Background: an optimization exercise with open tools, aiming at small area. Do not read the settings as production practice. Only simulation tests tie the RTL to the original design; equivalence was not proved. Power and IR drop assume default switching activity.

==> flow/design.v (outline; a module is shown in full before it is edited, if it fits) <==
// module rv32_alu: 3586 lines
// module rv32_pcadd: 252 lines
// module rv32_fa: 4 lines
// module rv32_ha: 4 lines
// module rv32_slice: 41 lines
// module rv32_decode_execute: 265 lines
module rv32_decode_execute (
  input  logic                 clk,
  input  logic                 reset_n,
  input  logic                 valid_in,
  input  logic                 stall,
  input  logic [XLEN-1:0]      instr,
  input  logic [XLEN-1:0]      pc,
  input  logic [XLEN-1:0]      rs1_val,
  input  logic [XLEN-1:0]      rs2_val,
  output logic [4:0]           rs1_addr,
  output logic [4:0]           rs2_addr,
  output logic                 valid_out,
  output logic [4:0]           rd_addr,
  output logic                 reg_write,
  output logic [XLEN-1:0]      result,
  output logic [XLEN-1:0]      mem_addr,
  output logic [XLEN-1:0]      store_data,
  output logic                 is_load,
  output logic                 is_store,
  output logic [2:0]           load_type,
  output logic [2:0]           store_type,
  output logic                 branch_taken,
  output logic [XLEN-1:0]      pc_target,
  output logic                 is_div,
  output logic [1:0]           div_op,
  output logic                 illegal,
  output logic                 halt,
  output logic                 misaligned
);
  // ...
==> flow/run.sh <==
#!/bin/bash
# synth_recipe.tcl (not shown) runs the flow's synth.tcl, then flattens the netlist and writes it again
# the make line also repeats each setting of config.mk as NAME=value (left out here)
make -C /OpenROAD-flow-scripts/flow DESIGN_CONFIG=/design/flow/config.mk WORK_HOME=/design/flow/orfs CLKGATE_MAP_FILE= SYNTH_SCRIPT=/design/flow/synth_recipe.tcl finish
==> flow/config.mk <==
export PLATFORM = sky130hd
export DESIGN_NAME = rv32_decode_execute
export DESIGN_NICKNAME = rv32_decode_execute
export VERILOG_FILES = /design/flow/design.v
export SDC_FILE = /design/flow/constraint.sdc
export NUM_CORES = 4
export LEC_CHECK = 0
export ABC_AREA = 1
export CAP_MARGIN = 20
export CORE_MARGIN = 2
export CORE_UTILIZATION = 60
export SLEW_MARGIN = 20
export SYNTH_HIERARCHICAL = 1
==> flow/constraint.sdc <==
create_clock -name core_clock -period 14.0 [get_ports {clk}]
set_input_delay 2.8000 -clock core_clock [delete_from_list [all_inputs] [get_ports {clk}]]
set_output_delay 2.8000 -clock core_clock [all_outputs]
set_load 0.01 [all_outputs]
==> impl_metrics.json, run 1 <==
{
  "final_cell_count_no_fill": 5031,
  "yosysSeqAreaShare_pct": 4.79,
  "busiest_layer": "met2",
  "yosysMostFrequentCell": "nand2_1",
  "root_buffer": "clkbuf_16",
  "critPathMaxStageDelay_ps": 930,
  "crit_end": "r1_q[17]",
  "postLayoutSetupSlackWorst_ps": 1400,
  "power_density_nw_per_um2": 140,
  "outcome": "finished clean",
  "syn2layout_area_growth_pct": 9.37,
  "cts.path.max_buffers": 2,
  "cpMaxStageDelayCell": "clkinv_1",
  "tightest_slew_ps": 1320,
  "synth_area_per_cell_um2": 7.83,
  "clkPwrFrac_pct": 5.2,
  "clk_pin_slew_ps": 70,
  "setup_tns_ps": 0,
  "clkSinkCount": 76,
  "h-tree-depth": 3,
  "synth_adder_area_share_pct": 38.9,
  "grt_max_degree": 76,
  "setup.worst_path.start": "instr[5]",
  "nWellTaps": 748,
  "pg_comb_w": 0.00450
}
==> run 2, diff against run 1 <==
==> flow/flow/run.sh (new file) <==
#!/bin/bash
# 1. the standard synthesis (standard.sh synth), unchanged.
# 2. Its combinational logic re-mapped for area by Yosys/ABC (flow/remap.sh, ABC script
#    flow/area.abc); registers, full/half adder cells and tie cells are left as they are.
# 3. the standard layout (standard.sh finish) of the re-mapped netlist, with the port
#    buffers made from the smallest buffer cell; its timing repair restores the 14 ns clock.
# Each step's full output goes to its own log in this folder.
set -uo pipefail
export BUFFER_PORTS_ARGS="-buffer_cell sky130_fd_sc_hd__buf_1"
LIB=$FLOW_HOME/platforms/$FLOW_PLATFORM/lib/sky130_fd_sc_hd__tt_025C_1v80.lib
R=$PWD/orfs/results/$FLOW_PLATFORM/rv32_decode_execute/base

bash standard.sh synth > synth.log 2>&1 || { tail -20 synth.log; exit 1; }
cp "$R/1_2_yosys.v" standard_synth.v
python3 flow/mkmodels.py "$LIB" models.v > mkmodels.log 2>&1 || { tail -20 mkmodels.log; exit 1; }
bash flow/remap.sh standard_synth.v remapped.v "$LIB" "$PWD/flow/area.abc" models.v \
  > remap.log 2>&1 || { tail -20 remap.log; exit 1; }
cp remapped.v "$R/1_2_yosys.v"
rm -f "$R/1_synth.odb" "$R/1_synth.sdc"
bash standard.sh BUFFER_PORTS_ARGS="$BUFFER_PORTS_ARGS" finish > standard.log 2>&1
rc=$?
tail -30 standard.log
exit $rc
==> flow/flow/area.abc (new file) <==
strash; ifraig; dc2; dch -f; map -B 0.9; topo; stime -c; buffer -c; dnsize -c
==> flow/flow/mkmodels.py (new file) <==
#!/usr/bin/env python3
"""Write Verilog models (assign statements) of the library's combinational cells from the
liberty 'function' attributes, so that Yosys can re-map them. Cells that are kept as they
are (flip-flops, latches, full/half adders, tie cells and special cells) get no model.
usage: mkmodels.py LIBERTY OUT.v"""
import re
import sys

lib = open(sys.argv[1]).read()
keep = re.compile(r'__(fa|ha|fah|df|edf|sdf|sedf|dl|conb|probe|lpflow|tap|fill|decap|diode|'
                  r'ebuf|einv|clkdly|dlygate|dlymetal|macro)')
out = []
for c in re.split(r'\n\s*cell\s*\(', lib)[1:]:
    name = re.match(r'\s*"?(\w+)"?', c).group(1)
    if keep.search(name):
        continue
    starts = list(re.finditer(r'\bpin\s*\(\s*"?(\w+)"?\s*\)', c))
    ins, outs, ok = [], [], True
    for k, m in enumerate(starts):
        body = c[m.end(): starts[k + 1].start() if k + 1 < len(starts) else len(c)]
        d = re.search(r'direction\s*:\s*"?(\w+)"?', body)
        if not d:
            ok = False
            break
        if d.group(1) == 'input':
            ins.append(m.group(1))
        elif d.group(1) == 'output':
            f = re.search(r'\bfunction\s*:\s*"([^"]*)"', body)
            if not f:
                ok = False
                break
            outs.append((m.group(1), f.group(1)))
    if not ok or not outs:
        continue
    ports = ', '.join([f'input {i}' for i in ins] + [f'output {o}' for o, _ in outs])
    out.append(f'module {name} ({ports});')
    for o, f in outs:
        out.append(f'  assign {o} = {f.replace("!", "~")};')
    out.append('endmodule')
open(sys.argv[2], 'w').write('\n'.join(out) + '\n')
==> flow/flow/remap.sh (new file) <==
#!/bin/bash
# Re-map the combinational logic of a synthesized netlist for area with Yosys/ABC.
# Flip-flops, full/half adder cells and tie cells are kept as they are (no model), so the
# registers keep their cells and names.
# usage: remap.sh IN.v OUT.v LIBERTY ABC_SCRIPT MODELS.v
set -euo pipefail
IN=$1; OUT=$2; LIB=$3; ABCS=$4; MODELS=$5
DU=""
for c in probe_p_8 probec_p_8 lpflow_bleeder_1 lpflow_clkbufkapwr_1 lpflow_clkbufkapwr_16 \
  lpflow_clkbufkapwr_2 lpflow_clkbufkapwr_4 lpflow_clkbufkapwr_8 lpflow_clkinvkapwr_1 \
  lpflow_clkinvkapwr_16 lpflow_clkinvkapwr_2 lpflow_clkinvkapwr_4 lpflow_clkinvkapwr_8 \
  lpflow_decapkapwr_12 lpflow_decapkapwr_3 lpflow_decapkapwr_4 lpflow_decapkapwr_6 \
  lpflow_decapkapwr_8 lpflow_inputiso0n_1 lpflow_inputiso0p_1 lpflow_inputiso1n_1 \
  lpflow_inputiso1p_1 lpflow_inputisolatch_1 lpflow_isobufsrc_1 lpflow_isobufsrc_16 \
  lpflow_isobufsrc_2 lpflow_isobufsrc_4 lpflow_isobufsrc_8 lpflow_isobufsrckapwr_16 \
  lpflow_lsbuf_lh_hl_isowell_tap_1 lpflow_lsbuf_lh_hl_isowell_tap_2 \
  lpflow_lsbuf_lh_hl_isowell_tap_4 lpflow_lsbuf_lh_isowell_4 lpflow_lsbuf_lh_isowell_tap_1 \
  lpflow_lsbuf_lh_isowell_tap_2 lpflow_lsbuf_lh_isowell_tap_4; do
  DU="$DU -dont_use sky130_fd_sc_hd__$c"
done
printf 'set_driving_cell sky130_fd_sc_hd__buf_1\nset_load 5\n' > remap.constr
cat > remap.ys <<EOF
read_verilog $MODELS
read_liberty -lib -ignore_redef $LIB
read_verilog $IN
hierarchy -check -top $FLOW_TOP
tee -o remap_stat_in.txt stat -liberty $LIB
flatten
opt_clean
techmap
opt -fast
abc -D 14000 -constr $PWD/remap.constr -liberty $LIB $DU -script $ABCS
setundef -zero
splitnets
opt_clean -purge
hilomap -singleton -hicell sky130_fd_sc_hd__conb_1 HI -locell sky130_fd_sc_hd__conb_1 LO
insbuf -buf sky130_fd_sc_hd__buf_4 A X
tee -o remap_stat_out.txt stat -liberty $LIB
write_verilog -noattr -noexpr -nohex -nodec $OUT
EOF
yosys -s remap.ys
==> flow/standard.sh (new file) <==
#!/bin/bash
# synth_recipe.tcl (not shown) runs the flow's synth.tcl, then flattens the netlist and writes it again
# the make line also repeats each setting of config.mk as NAME=value (left out here)
make -C /OpenROAD-flow-scripts/flow DESIGN_CONFIG=/design/flow/config.mk WORK_HOME=/design/flow/orfs CLKGATE_MAP_FILE= SYNTH_SCRIPT=/design/flow/synth_recipe.tcl "${@:-finish}"
--- a/flow/config.mk
+++ b/flow/config.mk
@@ -6,8 +6,9 @@
 export NUM_CORES = 4
 export LEC_CHECK = 0
 export ABC_AREA = 1
-export CAP_MARGIN = 20
+export CAP_MARGIN = 10
 export CORE_MARGIN = 2
 export CORE_UTILIZATION = 60
-export SLEW_MARGIN = 20
+export CTS_BUF_LIST = sky130_fd_sc_hd__clkbuf_4 sky130_fd_sc_hd__clkbuf_8
+export SLEW_MARGIN = 10
 export SYNTH_HIERARCHICAL = 1
removed: flow/run.sh
==> run 2 against run 1 <==
  * Critical path type unchanged
  * Largest power group unchanged
  * Highest routed layer unchanged
  * Clock-buffer cell count increased by 1
  * Fmax down 4.7%
  * Cell count decreased by 12%
  * Still clean on timing, DRC and antenna
==> impl_metrics.json, run 2 <==
{
  "rows": 83,
  "postSynthCellCount": 3727,
  "path_class": "input port to flop",
  "peakVddDrop_uv": 118,
  "synth_area_per_cell_um2": 8.41,
  "fin_skew_ps": 0,
  "p_leak_nw": 17.4,
  "drc": 0,
  "viasPerCell": 7.07,
  "largest_registers": "r1_q: 32 flops, r2_q: 32 flops, rd_q: 5 flops",
  "max-slew-margin-rel_pct": 26.1,
  "globalRoute.totalOverflow": 0,
  "cp_max_fo": 28,
  "outcome": "finished clean",
  "power_density_nw_per_um2": 132,
  "core-area_um2": 51500,
  "grt_pass1_vias": 30665,
  "cts_tree": "yes",
  "worstSetupStartpointType": "input port",
  "h-tree-depth": 3,
  "dr_wl_met3_um": 17800,
  "met1_length_um": 47200,
  "min_period_ps": 13220,
  "root_buffer": "clkbuf_8",
  "whs_ps": 480,
  "port_buffers": 291,
  "initial_core_util_pct": 60.9,
  "num_vias": 31154,
  "critPathMaxStageDelay_ps": 510,
  "cp-end-kind": "flop",
  "clk_pin_slew_ps": 110,
  "hold_path_class": "flop to flop",
  "fin_crit_sh_pct": 94.4,
  "final_common_cell": "o22ai_1",
  "dieArea_um2": 54100,
  "grt_pass1_wl_um": 195000,
  "cpMaxStageDelayCell": "fa_1",
  "die_y_um": 233,
  "routabilityCongestion": 1.07,
  "synthesis.area_um2": 31300,
  "dr_wl_met2_um": 57700,
  "grtUsageTotal_pct": 48.8,
  "grt_antenna_before_repair": 5,
  "yosys_warnings": 7,
  "clk_latency_ps": 400,
  "arrival_ps": 13580,
  "fmax_ghz": 0.0756,
  "slew_violations": 0,
  "cp_common_cell": "nand2_1",
  "antenna_left": 0,
  "hold_viol_final": 0,
  "tightest_slew_ps": 1100,
  "post_cts_buffers": 0,
  "dieWidth_um": 233,
  "syn_nets": 4592,
  "wl_per_cell_um": 30.3,
  "drive_gt1_share_pct": 6.15,
  "pin_count": 292,
  "post-dp-hpwl_um": 101000,
  "cts.path.max_buffers": 2,
  "crit_required_ps": 14360,
  "first_pass_iters": 8,
  "dr.first_iter.drc_count": 4429,
  "drv_cap": 0,
  "preCtsSetupSlack_ps": 320,
  "wl_um": 134000,
  "clkSinkCount": 76,
  "postLayoutSetupSlackWorst_ps": 779,
  "numCtsBuffers": 9,
  "setup_viol": 0,
  "highest_layer": "met5",
  "syn2layout_area_growth_pct": 3.80,
  "grt_max_degree": 69,
  "nets": 4585,
  "layout_common_cells": "o22ai_1 (552), xor2_1 (543), fa_1 (509), nand2_1 (390), buf_1 (288)"
}
==> run 2: changes by cell type in the layout (fill, tap and decap cells not counted), moves of 22 or more <==
cell,change
a211oi_1,-27
a21oi_1,-102
a22oi_2,+22
buf_1,+288
clkdlybuf4s50_1,-290
inv_1,-140
nand2_1,-271
nand2_2,-26
nand3_1,-32
nor2_1,-133
o21ai_0,+102
o22ai_1,+40
xnor2_1,-22
==> run 2: timing repair <==
item | in CTS | in global routing
resized for setup | 0 | 6
hold buffers | 0 | 0
setup endpoints to repair | 0 | 9
==> run 2: metal layers <==
layer  track usage (%)  vias up
li1                  -    12554
met1              60.7    15035
met2              74.5     2826
met3              13.6      733
met4              31.7        6
met5                 0        -
==> run 2: worst paths after layout <==
check	start	to	slack, ps	cells past startpoint
worst max-delay path	instr[20]	r1_q[31]	780	86
worst min-delay path	rw_q	rw_q	480	2
worst max register to register	r1_q[16]	r1_q[16]	13150	2
worst min register to register	rw_q	rw_q	480	2
==> run 2: cell type report <==
| class | count | area (um2) |
|---|---|---|
| clock buffers | 10 | 131 |
| diodes | 3 | 7.51 |
| well taps | 680 | 851 |
| inverters | 237 | 890 |
| repair buffers | 444 | 2270 |
| fillers | 4544 | 19000 |
| clock inverters | 6 | 46.3 |
| multi-input cells | 2952 | 26700 |
| flip-flops and latches | 76 | 1600 |
==> run 2: worst max-delay path, delay by kind of cell <==
kind / cells / cell delay [ps]
AO/OA/AOI/OAI: 5 / 1060
XOR/XNOR: 3 / 470
adder cells (fa/ha/maj): 9 / 3040
buffers and inverters: 10 / 1580
AND/OR/NAND/NOR: 59 / 4560
==> run 2: power by group <==
| part | total (W) | internal (W) | switching, W |
|---|---|---|---|
| sequential | 0.000377 | 0.000295 | 0.0000822 |
| clock | 0.000177 | 0.0000678 | 0.000109 |
| combinational | 0.00374 | 0.00129 | 0.00245 |
==> run 2: per-stage QoR <==
step           power (W)  instances  util [%]  setup TNS [ps]  cell area (um2)
6_report         0.00429       4408      63.2               0            32500
5_1_grt          0.00453       4406      63.2           -11.4            32500
4_1_cts          0.00409       4405      63.1               0            32500
3_5_place_dp     0.00388       4389      62.8               0            32300
3_3_place_gp     0.00381       4389      62.8               0            32300
2_1_floorplan    0.00263       3727         -               0            31300
==> run 3, diff against run 2 <==
==> flow/flow/area.abc (replaced) <==
strash; ifraig; dc2; dc2; dch -f; map -B 0.9; topo; stime -c; buffer -c; dnsize -c
==> run 3 against run 2 <==
  * Sequential power is 2% lower
  * Combinational power barely moved
  * Critical path type unchanged
  * First-iteration DRC count is 3.0% higher
  * Die area is 0.16% lower
  * Largest cell class unchanged
  * Still clean
  * Power up 0.74%
  * Utilization is 0.75 points higher
==> impl_metrics.json, run 3 <==
{
  "dr_wl_met3_um": 19400,
  "post_cts_buffers": 0,
  "postLayoutSetupSlackWorst_ps": 661,
  "drive_gt1_share_pct": 7.19,
  "clkPwrFrac_pct": 4.9,
  "initial_core_util_pct": 60.9,
  "slew_violations": 0,
  "fin_skew_ps": 0,
  "dpl.cell_count": 4418,
  "reg2reg_setup_slack_ps": 13150,
  "swShare_pct": 58.6,
  "clkSinkCount": 76,
  "grt_pass1_wl_um": 200000,
  "hold_viol_final": 0,
  "cts.path.max_buffers": 2,
  "min_period_ps": 13340,
  "largest_registers": "r1_q: 32 flops, r2_q: 32 flops, rd_q: 5 flops",
  "max-slew-margin-rel_pct": 18.6,
  "outcome": "finished clean",
  "synth_area_per_cell_um2": 8.43,
  "peakVddDrop_uv": 202,
  "hold_path_class": "flop to flop",
  "arrival_ps": 13660,
  "rows": 83,
  "highest_layer": "met5",
  "final_common_cell": "o22ai_1",
  "cts_repair_resize_count": 0,
  "h-tree-depth": 3,
  "p_sw_w": 0.00254,
  "grt_pass1_vias": 31527,
  "grt_max_degree": 79,
  "synthesis.area_um2": 31300,
  "reg2regPathDepth": 2,
  "numCtsBuffers": 9,
  "total_power_w": 0.00433,
  "wl_um": 137000,
  "final_cell_count_no_fill": 4437,
  "antenna_left": 0,
  "path_class": "input port to flop",
  "die_y_um": 232,
  "wl_per_cell_um": 30.8,
  "routabilityCongestion": 1.04,
  "crit_required_ps": 14320,
  "tightest_slew_ps": 1220,
  "dr.first_iter.drc_count": 4564,
  "cpMaxStageDelayCell": "fa_1",
  "core-area_um2": 51400,
  "grt_antenna_before_repair": 4,
  "clk_latency_ps": 400,
  "dr_wl_met2_um": 58900,
  "syn_nets": 4578,
  "cp_max_fo": 13,
  "port_buffers": 291,
  "power_density_nw_per_um2": 132,
  "cts_tree": "yes",
  "critPathMaxStageDelay_ps": 670,
  "postSynthCellCount": 3713,
  "worstSetupStartpointType": "input port",
  "grt_setup_unrepaired": "no",
  "fin_crit_sh_pct": 95.3,
  "drc": 0,
  "fmax_ghz": 0.0750,
  "dieArea_um2": 54000,
  "syn2layout_area_growth_pct": 5.00,
  "globalRoute.totalOverflow": 0,
  "combPwrFrac_pct": 86.6,
  "num_vias": 31485,
  "post-dp-hpwl_um": 104000,
  "yosys_warnings": 7,
  "r2r_end": "r1_q[19]",
  "intPower_w": 0.00179,
  "met1_length_um": 47500,
  "grtUsageTotal_pct": 50.1,
  "layout_common_cells": "o22ai_1 (548), xor2_1 (536), fa_1 (509), nand2_1 (421), buf_1 (289)",
  "clk_pin_slew_ps": 90,
  "crit_end": "r1_q[31]",
  "setup_viol": 0,
  "cp_common_cell": "nand2_1",
  "viasPerCell": 7.10,
  "power_frac_seq_pct": 8.6,
  "first_pass_iters": 7,
  "p_leak_nw": 17.5,
  "path_buf_inv": 8,
  "holdBufCountCts": 0,
  "root_buffer": "clkbuf_8",
  "cp-end-kind": "flop",
  "pin_count": 292,
  "dieWidth_um": 232,
  "setup_tns_ps": 0,
  "nets": 4614,
  "preCtsSetupSlack_ps": 572,
  "critical_path_depth": 69,
  "setup.worst_path.start": "instr[5]",
  "cp_top_family": "adder cells",
  "r2r_start": "r1_q[19]",
  "drv_cap": 0
}
[run 3: through the flow]
step                util (%)  area, um2  hold slack [ps]
finish                  63.9      32900              491
global route            63.9      32900              497
CTS                     63.9      32900              485
detailed placement      63.5      32600              471
global placement        63.5      32600              458
floorplan                  -      31300              449
[run 3: worst min-delay path by stage]
stage	endpoint	start	slack, ps	cells past startpoint
global placement	r2_q[30]	r2_q[30]	460	2
CTS	rw_q	rw_q	490	2
floorplan	r2_q[9]	r2_q[9]	450	2
detailed placement	r2_q[3]	r2_q[3]	470	2
finish	r2_q[3]	r2_q[3]	490	2
global route	rw_q	rw_q	500	2
[run 3: power by group through the flow]
stage                     sequential (W)  combinational, W  clock, W
after global routing            0.000378           0.00397  0.000219
after global placement          0.000368           0.00346         0
after floorplan                 0.000339           0.00220         0
after detailed placement        0.000373           0.00354         0
final                           0.000371           0.00375  0.000210
after CTS                       0.000368           0.00357  0.000212
[run 3: layout make-up]
| class | count | area [um2] |
|---|---|---|
| well taps | 680 | 851 |
| clock buffers | 11 | 145 |
| flip-flops and latches | 76 | 1600 |
| multi-input cells | 2970 | 26800 |
| inverters | 206 | 773 |
| diodes | 3 | 7.51 |
| repair buffers | 486 | 2610 |
| fillers | 4463 | 18500 |
| clock inverters | 5 | 82.6 |
[run 3: layer usage]
metal / up-vias / GRT usage [%]
met4: 4 / 31.9
met3: 764 / 15.3
met1: 15172 / 62.1
li1: 12617 / -
met2: 2928 / 76.0
met5: - / 0
[run 3: tightest hold or removal path, stage by stage (launching register included)]
cell and delay, ps:
dfxtp_1 360, nand2_1 50, o21ai_0 50

==> port drivers added, routing unchanged <==
How much do the figures lean on ideal ports? The routed layouts below were timed once more, with nothing changed but the port constraints. Step 1 sets driving cells, clkbuf_16 on the clock port and buf_2 on the other inputs (assumed; they add their load-dependent delay and slew). Step 2 adds t to the input delays and takes it off the output delays; t is the mean of the earliest and latest rising clock arrival at the registers after step 1. Input paths then give back, and output paths get back, about the clock's delay inside the block. Three values: ideal ports, drivers, drivers and shift; two values: the first two.
run | t (ns) | setup slack, ns | worst hold slack (ns)
run 1 | 0.476 | 1.396 / 1.429 / 0.953 | 0.464 / 0.464 / 0.464
run 2 | 0.455 | 0.779 / 0.803 / 0.348 | 0.480 / 0.480 / 0.480
run 3 | 0.454 | 0.661 / 0.643 / 0.189 | 0.491 / 0.491 / 0.491
After both steps every run listed still meets setup and hold. For run 3, which loses most, drivers alone change the setup slack by -0.018 ns; drivers and shift together by -0.472 ns.
